What follows belongs to an exercise in optimizing a design on an open flow for small area; a production flow would make more cautious choices.
The RTL was checked by simulation tests, not by an equivalence proof against the original design.

$ cat config.mk
export PLATFORM = sky130hd
export DESIGN_NAME = rv_core
export DESIGN_NICKNAME = rv_core
export VERILOG_FILES = /design/flow/design.v
export SDC_FILE = /design/flow/constraint.sdc
export NUM_CORES = 4
export LEC_CHECK = 0
export CAP_MARGIN = 20
export CORE_MARGIN = 2
export CORE_UTILIZATION = 40
export SETUP_SLACK_MARGIN = 0.5
export SLEW_MARGIN = 20
$ cat constraint.sdc
create_clock -name core_clock -period 12.0 [get_ports {clk}]
set_input_delay 2.4000 -clock core_clock [delete_from_list [all_inputs] [get_ports {clk}]]
set_output_delay 2.4000 -clock core_clock [all_outputs]
set_load 0.01 [all_outputs]
$ cat design.v
`default_nettype none
package rv_pkg;
    localparam int xlen = 32;
    localparam logic [6:0] op_lui    = 7'b0110111;
    localparam logic [6:0] op_auipc  = 7'b0010111;
    localparam logic [6:0] op_jal    = 7'b1101111;
    localparam logic [6:0] op_jalr   = 7'b1100111;
    localparam logic [6:0] op_branch = 7'b1100011;
    localparam logic [6:0] op_load   = 7'b0000011;
    localparam logic [6:0] op_store  = 7'b0100011;
    localparam logic [6:0] op_opimm  = 7'b0010011;
    localparam logic [6:0] op_op     = 7'b0110011;
    localparam logic [3:0] alu_add    = 4'd0;
    localparam logic [3:0] alu_sub    = 4'd1;
    localparam logic [3:0] alu_sll    = 4'd2;
    localparam logic [3:0] alu_srl    = 4'd3;
    localparam logic [3:0] alu_sra    = 4'd4;
    localparam logic [3:0] alu_slt    = 4'd5;
    localparam logic [3:0] alu_sltu   = 4'd6;
    localparam logic [3:0] alu_xor    = 4'd7;
    localparam logic [3:0] alu_or     = 4'd8;
    localparam logic [3:0] alu_and    = 4'd9;
    localparam logic [3:0] alu_pass_b = 4'd10;
    localparam logic [2:0] imm_i = 3'd0;
    localparam logic [2:0] imm_s = 3'd1;
    localparam logic [2:0] imm_b = 3'd2;
    localparam logic [2:0] imm_u = 3'd3;
    localparam logic [2:0] imm_j = 3'd4;
    localparam logic [1:0] wb_mem = 2'd0;
    localparam logic [1:0] wb_alu = 2'd1;
    localparam logic [1:0] wb_pc4 = 2'd2;
    localparam logic [2:0] f3_beq  = 3'b000;
    localparam logic [2:0] f3_bne  = 3'b001;
    localparam logic [2:0] f3_blt  = 3'b100;
    localparam logic [2:0] f3_bge  = 3'b101;
    localparam logic [2:0] f3_bltu = 3'b110;
    localparam logic [2:0] f3_bgeu = 3'b111;
    localparam logic [2:0] width_b  = 3'b000;
    localparam logic [2:0] width_h  = 3'b001;
    localparam logic [2:0] width_w  = 3'b010;
    localparam logic [2:0] width_bu = 3'b100;
    localparam logic [2:0] width_hu = 3'b101;
    typedef union packed {
        struct packed {
            logic [6:0] funct7;
            logic [4:0] rs2;
            logic [4:0] rs1;
            logic [2:0] funct3;
            logic [4:0] rd;
            logic [6:0] opcode;
        } r;
        struct packed {
            logic [11:0] imm_11_0;
            logic [4:0]  rs1;
            logic [2:0]  funct3;
            logic [4:0]  rd;
            logic [6:0]  opcode;
        } i;
        struct packed {
            logic [6:0] imm_11_5;
            logic [4:0] rs2;
            logic [4:0] rs1;
            logic [2:0] funct3;
            logic [4:0] imm_4_0;
            logic [6:0] opcode;
        } s;
        struct packed {
            logic       imm_12;
            logic [5:0] imm_10_5;
            logic [4:0] rs2;
            logic [4:0] rs1;
            logic [2:0] funct3;
            logic [3:0] imm_4_1;
            logic       imm_11;
            logic [6:0] opcode;
        } b;
        struct packed {
            logic [19:0] imm_31_12;
            logic [4:0]  rd;
            logic [6:0]  opcode;
        } u;
        struct packed {
            logic       imm_20;
            logic [9:0] imm_10_1;
            logic       imm_11;
            logic [7:0] imm_19_12;
            logic [4:0] rd;
            logic [6:0] opcode;
        } j;
    } instr_word_u;
endpackage
`default_nettype wire
`default_nettype none
`timescale 1ns/100ps
module instr_ctl (
    input  rv_pkg::instr_word_u instr,
    output logic ctl_a_sel,
    output logic ctl_b_sel,
    output logic [3:0] ctl_alu_sel,
    output logic [2:0] ctl_imm_sel,
    output logic ctl_reg_wen,
    output logic ctl_mem_wr,
    output logic ctl_mem_rd,
    output logic ctl_br_un,
    output logic ctl_pc_sel,
    output logic [1:0] ctl_wb_sel,
    input  logic ctl_br_eq,
    input  logic ctl_br_lt
);
    function automatic logic [3:0] alu_decode(input logic [2:0] f3, input logic alt);
        case (f3)
            3'b000:  alu_decode = alt ? rv_pkg::alu_sub : rv_pkg::alu_add;
            3'b001:  alu_decode = rv_pkg::alu_sll;
            3'b010:  alu_decode = rv_pkg::alu_slt;
            3'b011:  alu_decode = rv_pkg::alu_sltu;
            3'b100:  alu_decode = rv_pkg::alu_xor;
            3'b101:  alu_decode = alt ? rv_pkg::alu_sra : rv_pkg::alu_srl;
            3'b110:  alu_decode = rv_pkg::alu_or;
            default: alu_decode = rv_pkg::alu_and;
        endcase
    endfunction
    logic is_branch;
    assign is_branch = (instr.b.opcode == rv_pkg::op_branch);
    assign ctl_br_un = is_branch && (instr.b.funct3[2:1] == 2'b11);
    always_comb begin
        ctl_a_sel   = 1'b0;
        ctl_b_sel   = 1'b1;
        ctl_alu_sel = rv_pkg::alu_add;
        ctl_imm_sel = rv_pkg::imm_i;
        ctl_reg_wen = 1'b0;
        ctl_mem_wr  = 1'b0;
        ctl_mem_rd  = 1'b0;
        ctl_wb_sel  = rv_pkg::wb_alu;
        case (instr.r.opcode)
            rv_pkg::op_lui: begin
                ctl_alu_sel = rv_pkg::alu_pass_b;
                ctl_imm_sel = rv_pkg::imm_u;
                ctl_reg_wen = 1'b1;
            end
            rv_pkg::op_auipc: begin
                ctl_a_sel   = 1'b1;
                ctl_imm_sel = rv_pkg::imm_u;
                ctl_reg_wen = 1'b1;
            end
            rv_pkg::op_jal: begin
                ctl_a_sel   = 1'b1;
                ctl_imm_sel = rv_pkg::imm_j;
                ctl_reg_wen = 1'b1;
                ctl_wb_sel  = rv_pkg::wb_pc4;
            end
            rv_pkg::op_jalr: begin
                ctl_reg_wen = 1'b1;    
                ctl_wb_sel  = rv_pkg::wb_pc4;
            end
            rv_pkg::op_branch: begin
                ctl_a_sel   = 1'b1;
                ctl_imm_sel = rv_pkg::imm_b;
            end
            rv_pkg::op_load: begin
                ctl_reg_wen = 1'b1;
                ctl_mem_rd  = 1'b1;
                ctl_wb_sel  = rv_pkg::wb_mem;
            end
            rv_pkg::op_store: begin
                ctl_imm_sel = rv_pkg::imm_s;
                ctl_mem_wr  = 1'b1;
            end
            rv_pkg::op_opimm: begin
                ctl_alu_sel = alu_decode(instr.i.funct3,
                                         instr.r.funct7[5] && (instr.i.funct3 == 3'b101));
                ctl_reg_wen = 1'b1;
            end
            rv_pkg::op_op: begin
                ctl_b_sel   = 1'b0;
                ctl_alu_sel = alu_decode(instr.r.funct3, instr.r.funct7[5]);
                ctl_reg_wen = 1'b1;
            end
            default: ;    
        endcase
    end
    always_comb begin
        ctl_pc_sel = 1'b0;
        if (instr.r.opcode == rv_pkg::op_jal || instr.r.opcode == rv_pkg::op_jalr) begin
            ctl_pc_sel = 1'b1;
        end else if (is_branch) begin
            case (instr.b.funct3)
                rv_pkg::f3_beq:  ctl_pc_sel = ctl_br_eq;
                rv_pkg::f3_bne:  ctl_pc_sel = !ctl_br_eq;
                rv_pkg::f3_blt:  ctl_pc_sel = ctl_br_lt;
                rv_pkg::f3_bge:  ctl_pc_sel = !ctl_br_lt;
                rv_pkg::f3_bltu: ctl_pc_sel = ctl_br_lt;
                rv_pkg::f3_bgeu: ctl_pc_sel = !ctl_br_lt;
                default:         ctl_pc_sel = 1'b0;    
            endcase
        end
    end
endmodule
`default_nettype wire
`default_nettype none
`timescale 1ns/100ps
module imm_gen (
    input  rv_pkg::instr_word_u      instr,
    input  logic [2:0]               imm_sel,
    output logic [rv_pkg::xlen-1:0]  imm
);
    always_comb begin
        case (imm_sel)
            rv_pkg::imm_i: imm = {{20{instr.i.imm_11_0[11]}}, instr.i.imm_11_0};
            rv_pkg::imm_s: imm = {{20{instr.s.imm_11_5[6]}}, instr.s.imm_11_5, instr.s.imm_4_0};
            rv_pkg::imm_b: begin
                imm = {{19{instr.b.imm_12}}, instr.b.imm_12, instr.b.imm_11,
                       instr.b.imm_10_5, instr.b.imm_4_1, 1'b0};
            end
            rv_pkg::imm_u: imm = {instr.u.imm_31_12, 12'h000};
            rv_pkg::imm_j: begin
                imm = {{11{instr.j.imm_20}}, instr.j.imm_20, instr.j.imm_19_12,
                       instr.j.imm_11, instr.j.imm_10_1, 1'b0};
            end
            default: imm = '0;
        endcase
    end
endmodule
`default_nettype wire
`default_nettype none
`timescale 1ns/100ps
module reg_file (
    input  logic                     clk,
    input  logic                     reset,
    input  logic [4:0]               rs1,
    input  logic [4:0]               rs2,
    input  logic [4:0]               rd,
    input  logic                     wen,
    input  logic [rv_pkg::xlen-1:0]  wdata,
    output logic [rv_pkg::xlen-1:0]  rdata1,
    output logic [rv_pkg::xlen-1:0]  rdata2
);
    logic [rv_pkg::xlen-1:0] regs [32];
    always_ff @(posedge clk) begin
        if (reset) begin
            for (int k = 0; k < 32; k++) begin
                regs[k] <= '0;
            end
        end else if (wen && rd != 5'd0) begin
            regs[rd] <= wdata;    
        end
    end
    assign rdata1 = regs[rs1];
    assign rdata2 = regs[rs2];
endmodule
`default_nettype wire
`default_nettype none
`timescale 1ns/100ps
module alu (
    input  logic [rv_pkg::xlen-1:0]  a,
    input  logic [rv_pkg::xlen-1:0]  b,
    input  logic [3:0]               op,
    output logic [rv_pkg::xlen-1:0]  y
);
    logic [4:0] shamt;
    assign shamt = b[4:0];
    always_comb begin
        case (op)
            rv_pkg::alu_add:    y = a + b;
            rv_pkg::alu_sub:    y = a - b;
            rv_pkg::alu_sll:    y = a << shamt;
            rv_pkg::alu_srl:    y = a >> shamt;
            rv_pkg::alu_sra:    y = $signed(a) >>> shamt;
            rv_pkg::alu_slt:    y = {31'd0, $signed(a) < $signed(b)};
            rv_pkg::alu_sltu:   y = {31'd0, a < b};
            rv_pkg::alu_xor:    y = a ^ b;
            rv_pkg::alu_or:     y = a | b;
            rv_pkg::alu_and:    y = a & b;
            rv_pkg::alu_pass_b: y = b;    
            default:            y = '0;
        endcase
    end
endmodule
`default_nettype wire
`default_nettype none
`timescale 1ns/100ps
module lsu (
    input  logic [rv_pkg::xlen-1:0]  addr,
    input  logic [2:0]               width,
    input  logic [rv_pkg::xlen-1:0]  store_data,
    input  logic                     wr,
    input  logic                     rd,
    output logic [rv_pkg::xlen-1:0]  dmem_addr,
    output logic [rv_pkg::xlen-1:0]  dmem_wdata,
    output logic [3:0]               dmem_be,
    output logic                     dmem_we,
    output logic                     dmem_re,
    input  logic [rv_pkg::xlen-1:0]  dmem_rdata,
    output logic [rv_pkg::xlen-1:0]  load_data
);
    logic [rv_pkg::xlen-1:0] lane;
    assign dmem_addr = {addr[31:2], 2'b00};
    assign dmem_we   = wr;
    assign dmem_re   = rd;
    always_comb begin
        case (width)
            rv_pkg::width_b, rv_pkg::width_bu: begin
                dmem_wdata = {4{store_data[7:0]}};
                dmem_be    = 4'b0001 << addr[1:0];
            end
            rv_pkg::width_h, rv_pkg::width_hu: begin
                dmem_wdata = {2{store_data[15:0]}};
                dmem_be    = addr[1] ? 4'b1100 : 4'b0011;
            end
            default: begin
                dmem_wdata = store_data;
                dmem_be    = 4'b1111;
            end
        endcase
    end
    assign lane = dmem_rdata >> {addr[1:0], 3'b000};    
    always_comb begin
        case (width)
            rv_pkg::width_b:  load_data = {{24{lane[7]}}, lane[7:0]};
            rv_pkg::width_bu: load_data = {24'd0, lane[7:0]};
            rv_pkg::width_h:  load_data = {{16{lane[15]}}, lane[15:0]};
            rv_pkg::width_hu: load_data = {16'd0, lane[15:0]};
            rv_pkg::width_w:  load_data = dmem_rdata;
            default:          load_data = dmem_rdata;
        endcase
    end
endmodule
`default_nettype wire
`default_nettype none
`timescale 1ns/100ps
module rv_datapath (
    input  logic                     clk,
    input  logic                     reset,
    input  logic ctl_a_sel,
    input  logic ctl_b_sel,
    input  logic [3:0] ctl_alu_sel,
    input  logic [2:0] ctl_imm_sel,
    input  logic ctl_reg_wen,
    input  logic ctl_mem_wr,
    input  logic ctl_mem_rd,
    input  logic ctl_br_un,
    input  logic ctl_pc_sel,
    input  logic [1:0] ctl_wb_sel,
    output logic ctl_br_eq,
    output logic ctl_br_lt,
    output rv_pkg::instr_word_u      instr,
    output logic [rv_pkg::xlen-1:0]  imem_addr,
    input  logic [rv_pkg::xlen-1:0]  imem_data,
    output logic [rv_pkg::xlen-1:0]  dmem_addr,
    output logic [rv_pkg::xlen-1:0]  dmem_wdata,
    output logic [3:0]               dmem_be,
    output logic                     dmem_we,
    output logic                     dmem_re,
    input  logic [rv_pkg::xlen-1:0]  dmem_rdata,
    output logic                     retire_valid,
    output logic [rv_pkg::xlen-1:0]  retire_pc,
    output logic                     retire_rd_wen,
    output logic [4:0]               retire_rd,
    output logic [rv_pkg::xlen-1:0]  retire_rd_data
);
    logic [rv_pkg::xlen-1:0] pc;
    logic [rv_pkg::xlen-1:0] pc_plus4;
    logic [rv_pkg::xlen-1:0] next_pc;
    logic [rv_pkg::xlen-1:0] rdata1;
    logic [rv_pkg::xlen-1:0] rdata2;
    logic [rv_pkg::xlen-1:0] imm;
    logic [rv_pkg::xlen-1:0] op_a;
    logic [rv_pkg::xlen-1:0] op_b;
    logic [rv_pkg::xlen-1:0] alu_y;
    logic [rv_pkg::xlen-1:0] load_data;
    logic [rv_pkg::xlen-1:0] wb_data;
    logic                    live;
    logic                    wen;
    assign live = !reset;    
    assign instr     = imem_data;
    assign imem_addr = pc;
    assign pc_plus4  = pc + 32'd4;
    assign next_pc   = ctl_pc_sel ? {alu_y[31:1], 1'b0} : pc_plus4;
    always_ff @(posedge clk) begin
        if (reset) begin
            pc <= '0;
        end else begin
            pc <= next_pc;
        end
    end
    assign wen = ctl_reg_wen && live;
    reg_file u_reg_file (
        .clk    (clk),
        .reset  (reset),
        .rs1    (instr.r.rs1),
        .rs2    (instr.r.rs2),
        .rd     (instr.r.rd),
        .wen    (wen),
        .wdata  (wb_data),
        .rdata1 (rdata1),
        .rdata2 (rdata2)
    );
    imm_gen u_imm_gen (
        .instr   (instr),
        .imm_sel (ctl_imm_sel),
        .imm     (imm)
    );
    assign ctl_br_eq = (rdata1 == rdata2);
    assign ctl_br_lt = ctl_br_un ? (rdata1 < rdata2) : ($signed(rdata1) < $signed(rdata2));
    assign op_a = ctl_a_sel ? pc : rdata1;
    assign op_b = ctl_b_sel ? imm : rdata2;
    alu u_alu (
        .a  (op_a),
        .b  (op_b),
        .op (ctl_alu_sel),
        .y  (alu_y)
    );
    lsu u_lsu (
        .addr       (alu_y),
        .width      (instr.r.funct3),
        .store_data (rdata2),
        .wr         (ctl_mem_wr && live),
        .rd         (ctl_mem_rd && live),
        .dmem_addr  (dmem_addr),
        .dmem_wdata (dmem_wdata),
        .dmem_be    (dmem_be),
        .dmem_we    (dmem_we),
        .dmem_re    (dmem_re),
        .dmem_rdata (dmem_rdata),
        .load_data  (load_data)
    );
    always_comb begin
        case (ctl_wb_sel)
            rv_pkg::wb_mem: wb_data = load_data;
            rv_pkg::wb_pc4: wb_data = pc_plus4;
            rv_pkg::wb_alu: wb_data = alu_y;
            default:        wb_data = alu_y;
        endcase
    end
    assign retire_valid   = live;
    assign retire_pc      = pc;
    assign retire_rd_wen  = wen && (instr.r.rd != 5'd0);
    assign retire_rd      = instr.r.rd;
    assign retire_rd_data = wb_data;
endmodule
`default_nettype wire
`default_nettype none
`timescale 1ns/100ps
module rv_core (
    input  logic                     clk,
    input  logic                     reset,
    output logic [rv_pkg::xlen-1:0]  imem_addr,
    input  logic [rv_pkg::xlen-1:0]  imem_data,
    output logic [rv_pkg::xlen-1:0]  dmem_addr,
    output logic [rv_pkg::xlen-1:0]  dmem_wdata,
    output logic [3:0]               dmem_be,
    output logic                     dmem_we,
    output logic                     dmem_re,
    input  logic [rv_pkg::xlen-1:0]  dmem_rdata,
    output logic                     retire_valid,
    output logic [rv_pkg::xlen-1:0]  retire_pc,
    output logic                     retire_rd_wen,
    output logic [4:0]               retire_rd,
    output logic [rv_pkg::xlen-1:0]  retire_rd_data
);
    rv_pkg::instr_word_u instr;
    logic ctl_a_sel;
    logic ctl_b_sel;
    logic [3:0] ctl_alu_sel;
    logic [2:0] ctl_imm_sel;
    logic ctl_reg_wen;
    logic ctl_mem_wr;
    logic ctl_mem_rd;
    logic ctl_br_un;
    logic ctl_pc_sel;
    logic [1:0] ctl_wb_sel;
    logic ctl_br_eq;
    logic ctl_br_lt;
    instr_ctl u_instr_ctl (
        .instr (instr),
        .ctl_a_sel        (ctl_a_sel),
        .ctl_b_sel        (ctl_b_sel),
        .ctl_alu_sel      (ctl_alu_sel),
        .ctl_imm_sel      (ctl_imm_sel),
        .ctl_reg_wen      (ctl_reg_wen),
        .ctl_mem_wr       (ctl_mem_wr),
        .ctl_mem_rd       (ctl_mem_rd),
        .ctl_br_un        (ctl_br_un),
        .ctl_pc_sel       (ctl_pc_sel),
        .ctl_wb_sel       (ctl_wb_sel),
        .ctl_br_eq        (ctl_br_eq),
        .ctl_br_lt        (ctl_br_lt)
    );
    rv_datapath u_rv_datapath (
        .clk            (clk),
        .reset          (reset),
        .ctl_a_sel        (ctl_a_sel),
        .ctl_b_sel        (ctl_b_sel),
        .ctl_alu_sel      (ctl_alu_sel),
        .ctl_imm_sel      (ctl_imm_sel),
        .ctl_reg_wen      (ctl_reg_wen),
        .ctl_mem_wr       (ctl_mem_wr),
        .ctl_mem_rd       (ctl_mem_rd),
        .ctl_br_un        (ctl_br_un),
        .ctl_pc_sel       (ctl_pc_sel),
        .ctl_wb_sel       (ctl_wb_sel),
        .ctl_br_eq        (ctl_br_eq),
        .ctl_br_lt        (ctl_br_lt),
        .instr          (instr),
        .imem_addr      (imem_addr),
        .imem_data      (imem_data),
        .dmem_addr      (dmem_addr),
        .dmem_wdata     (dmem_wdata),
        .dmem_be        (dmem_be),
        .dmem_we        (dmem_we),
        .dmem_re        (dmem_re),
        .dmem_rdata     (dmem_rdata),
        .retire_valid   (retire_valid),
        .retire_pc      (retire_pc),
        .retire_rd_wen  (retire_rd_wen),
        .retire_rd      (retire_rd),
        .retire_rd_data (retire_rd_data)
    );
endmodule
`default_nettype wire
$ cat run.sh
#!/bin/bash
# synth_recipe.tcl (not shown) runs the flow's synth.tcl, then flattens the netlist and writes it again
# the make line also repeats each setting of config.mk as NAME=value (left out here)
make -C /OpenROAD-flow-scripts/flow DESIGN_CONFIG=/design/flow/config.mk WORK_HOME=/design/flow/orfs CLKGATE_MAP_FILE= SYNTH_SCRIPT=/design/flow/synth_recipe.tcl finish
==> run notes <==
[routing by layer]
| metal | part of all wire | track usage |
|---|---|---|
| met1 | 0.33 | 0.458 |
| met2 | 0.43 | 0.576 |
| met3 | 0.13 | 0.137 |
| met4 | 0.10 | 0.336 |
| met5 | 0.00011 | 0 |
[per-stage QoR]
step	cells	hold WS (ns)	TNS (ns)
2_1_floorplan	6183	0.622	0
3_3_place_gp	8659	0.638	-5.59
3_5_place_dp	8660	0.633	-0.421
4_1_cts	8908	0.646	0
5_1_grt	8953	0.680	0
6_report	8966	0.655	0
[power by group through the flow]
| stage | clock network (uW) | logic, uW | registers [uW] |
|---|---|---|---|
| floorplan | 0 | 1870 | 4280 |
| global placement | 0 | 3830 | 4310 |
| detailed placement | 0 | 3830 | 4310 |
| CTS | 3720 | 3870 | 4240 |
| global route | 3850 | 4170 | 4250 |
| finish | 3730 | 4060 | 4240 |
[path summary, 6_finish.rpt]
kind	startpoint	to	slack [ns]	cells after the start
max	imem_data[20]	retire_rd_data[14]	0.52	27
min	u_rv_datapath.pc[2]	u_rv_datapath.pc[2]	0.65	2
max reg2reg	u_rv_datapath.u_reg_file.regs[15][6]	u_rv_datapath.u_reg_file.regs[20][9]	5.00	25
min reg2reg	u_rv_datapath.pc[2]	u_rv_datapath.pc[2]	0.65	2
[worst max-delay path, delay by kind of cell]
family / cells / cell delay [ns]
buffers and inverters: 10 / 1.73
adder cells (fa/ha/maj): 1 / 0.37
AND/OR/NAND/NOR: 3 / 0.90
multiplexers: 3 / 1.39
AO/OA/AOI/OAI: 10 / 2.16
[area by class of cell]
type                       instances  area, um2
fill                           15473      89100
multi-input combinational       4271      35400
sequential                      1055      31400
timing repair buffer             968       9030
clock buffer                     139       3030
tap                             2310       2890
clock inverter                    79        808
inverter                         130        495
antenna                           14       35.0
[layout by cell type (no fill, tap or decap), types with 20 or more instances in the layout]
cell type	instances
a211oi_1	169
xnor2_1	36
o211ai_1	29
dlygate4sd2_1	26
clkinv_1	28
mux2i_1	690
nor3_1	60
dfxtp_1	31
nor4_1	24
clkbuf_1	21
and3b_1	26
nand4_1	26
nand3_1	80
ha_1	130
a21oi_1	1067
nor2_1	233
edfxtp_1	1024
clkdlybuf4s50_1	191
conb_1	36
mux4_2	304
nand2_2	70
mux2_2	55
inv_1	114
o22ai_1	27
o21ai_0	133
clkbuf_16	122
a22oi_2	22
a21o_1	34
a31oi_1	100
nand2_1	171
clkinv_2	24
o21a_1	24
buf_12	68
buf_6	20
a22oi_1	267
a221oi_1	29
buf_4	635
[cells by family after synthesis]
group | Yosys count
AOI/OAI and AO/OA | 2137
muxes | 1060
DFF | 1055
buffers and inverters | 857
and+or+nand+nor | 854
adders and majority gates | 132
xor gates and xnor gates | 52
other | 1
[synth_stat cells (10+ instances only)]
master and n:
buf_2 183, and3_1 21, mux2_2 56, o22ai_1 27
o21ai_1 10, nand2_1 238, nor4_1 38, o221ai_1 13
nand4_1 26, o211ai_1 29, edfxtp_1 1024, buf_4 104
buf_6 16, o21ai_0 136, xnor2_1 36, a32oi_1 11
nor2_1 237, a311oi_1 14, o21bai_1 13, buf_1 52
a211oi_1 175, and3b_1 26, xor2_1 16, nand3_1 82
nand2b_1 20, inv_2 14, a221oi_1 30, inv_1 116
or3_1 11, o31ai_1 11, clkbuf_1 372, o21a_1 24
a22oi_1 288, a21o_1 35, a21oi_1 1084, dfxtp_1 31
mux4_2 304, nor2b_1 22, ha_1 130, o2111ai_1 15
and2_1 12, mux2i_1 697, nor3_1 64, a31oi_1 101
[flip-flops by register name (all words and copies together) (netlist names)]
signal / flops
u_rv_datapath.u_reg_file.regs: 1024
u_rv_datapath.pc: 31
[what timing repair did]
item / 4_1_cts / 5_1_grt
gates resized for setup: 83 / 74
setup endpoints to repair: 33 / 40
setup buffers: 27 / 40
pin swaps: 25 / 21
cloned: 3 / 4
==> flow_metrics.env <==
export IMPL_root_buffer="clkbuf_16"
export IMPL_power_share_clock=0.310
export IMPL_synth_top_family_by_area="multiplexers"
export IMPL_numCtsBuffers=117
export IMPL_cp_required_ns=9.60
export IMPL_drive_above_1_share=0.234
export IMPL_netlist_area_mm2=0.0695
export IMPL_nets=6741
export IMPL_grt_pass1_vias=60017
export IMPL_timing_max_slew_rel_slack=0.174
export IMPL_worst_slack_ns=0.519
export IMPL_ant_nets=0
export IMPL_htree_levels=3
export IMPL_cts_sinks=1055
export IMPL_seqPwrFrac=0.353
export IMPL_min_period_ns=11.48
export IMPL_p_leak_uw=0.0312
export IMPL_vias=62523
export IMPL_end_kind="output port"
export IMPL_p_int_uw=7700
export IMPL_cts_hold_buf=0
export IMPL_first_pass_iters=7
export IMPL_hold_class="register to register"
export IMPL_setup_violations=0
export IMPL_drt_initial_drc_count=9360
export IMPL_grt_pass1_wl_um=482000
export IMPL_fmax_ghz=0.0871
export IMPL_critPathMaxFanout=21
export IMPL_drt_total_wl_um=356000
export IMPL_dpl_worst_slack_ns=-0.155
export IMPL_initial_core_util=0.404
export IMPL_postLayoutCoreUtil=0.483
export IMPL_critPathMaxStageDelay_ns=0.55
export IMPL_die_x_um=421
export IMPL_crit_top_cell="buf_4"
export IMPL_gp_congestion=1.05
export IMPL_drv_cap=0
export IMPL_grt_ovfl_total=0
export IMPL_viasPerCell=6.97
export IMPL_finalMaxSlewViolations=0
export IMPL_netSwitchingPower_uw=4330
export IMPL_synth_edf_count=1024
export IMPL_clk_pin_slew_ns=0.06
export IMPL_ir_drop_uv=125
export IMPL_die_h_um=421
export IMPL_die_area_mm2=0.177
export IMPL_powerDensity_mw_per_mm2=145
export IMPL_synth_area_top_cells="edfxtp_1, mux2i_1, mux4_2"
export IMPL_postSynth_asyncResetShare=0
export IMPL_ys_flop_type="edfxtp_1"
export IMPL_clock_latency_ns=0.81
export IMPL_yosys_warnings=6
export IMPL_synth_top_area_frac=0.442
export IMPL_area_growth_pct=19.5
export IMPL_synth_fa_ha_area_frac=0.0240
export IMPL_io_pins=239
export IMPL_synth_xor_area_share=0.00655
export IMPL_cp_arrival_ns=9.08
export IMPL_grt_max_degree=94
export IMPL_rows=152
export IMPL_stdcell_area_mm2=0.0830
export IMPL_path_class="input pin to output port"
export IMPL_pwr_share_comb=0.337
export IMPL_synth_compound_area_share=0.192
export IMPL_io_buffers=234
export IMPL_grt_total_usage=0.392
export IMPL_place_hpwl_um=234000
export IMPL_yosysTopAreaCell="edfxtp_1"
export IMPL_coreArea_mm2=0.172
export IMPL_antenna_found_initial=15
export IMPL_seq_area_frac_synth=0.451
export IMPL_p_total_uw=12000
export IMPL_muxShareOfSynthArea=0.209
export IMPL_wire_per_inst_um=39.7
export IMPL_synth_cell_types=108
export IMPL_cp_start_kind="input pin"
export IMPL_status="finished clean"
export IMPL_crit_slowest_cell="or4_4"
export IMPL_cts_tree="yes"
export IMPL_swShare=0.360
export IMPL_rsz0062_at_grt="false"
export IMPL_synthSimpleGateAreaFrac=0.0602
export IMPL_synth_cells=6148
export IMPL_placed_area_mm2=0.0779
export IMPL_max_slew_worst_pin_slew_ns=1.23
export IMPL_drc=0
export IMPL_synth_area_per_cell_um2=11.3
export IMPL_hold_viol=0
export IMPL_post_route_period_util=0.957
export IMPL_synth_seq_cells=1055
export IMPL_skew_ns=0.0656
export IMPL_clockBufferDepth=3

[afterwards: timing with drivers on the ports]
No port has a modelled driver above. Below, the same layout with a new extraction and two added sets of constraints.
Step 1 sets driving cells, clkbuf_16 on the clock port and buf_2 on the other inputs (assumed; they add their load-dependent delay and slew).
Step 2, shift: input delay + t, output delay - t, t = (earliest + latest rising clock arrival at the registers) / 2. This alone moves slack from input paths to output paths.
Three values: ideal, step 1, step 2; two values: the first two.
t, ns: 0.864
slack for setup (ns): 0.519 / 0.431 / 0.431
clock arrival spread, ns: 0.065 / 0.066
worst data-port slew with drivers (ns): 0.13
cell pins on the clock port's net: 1
After both steps this run still meets setup and hold. For this run, drivers alone change the setup slack by -0.088 ns; drivers and shift together by -0.088 ns.
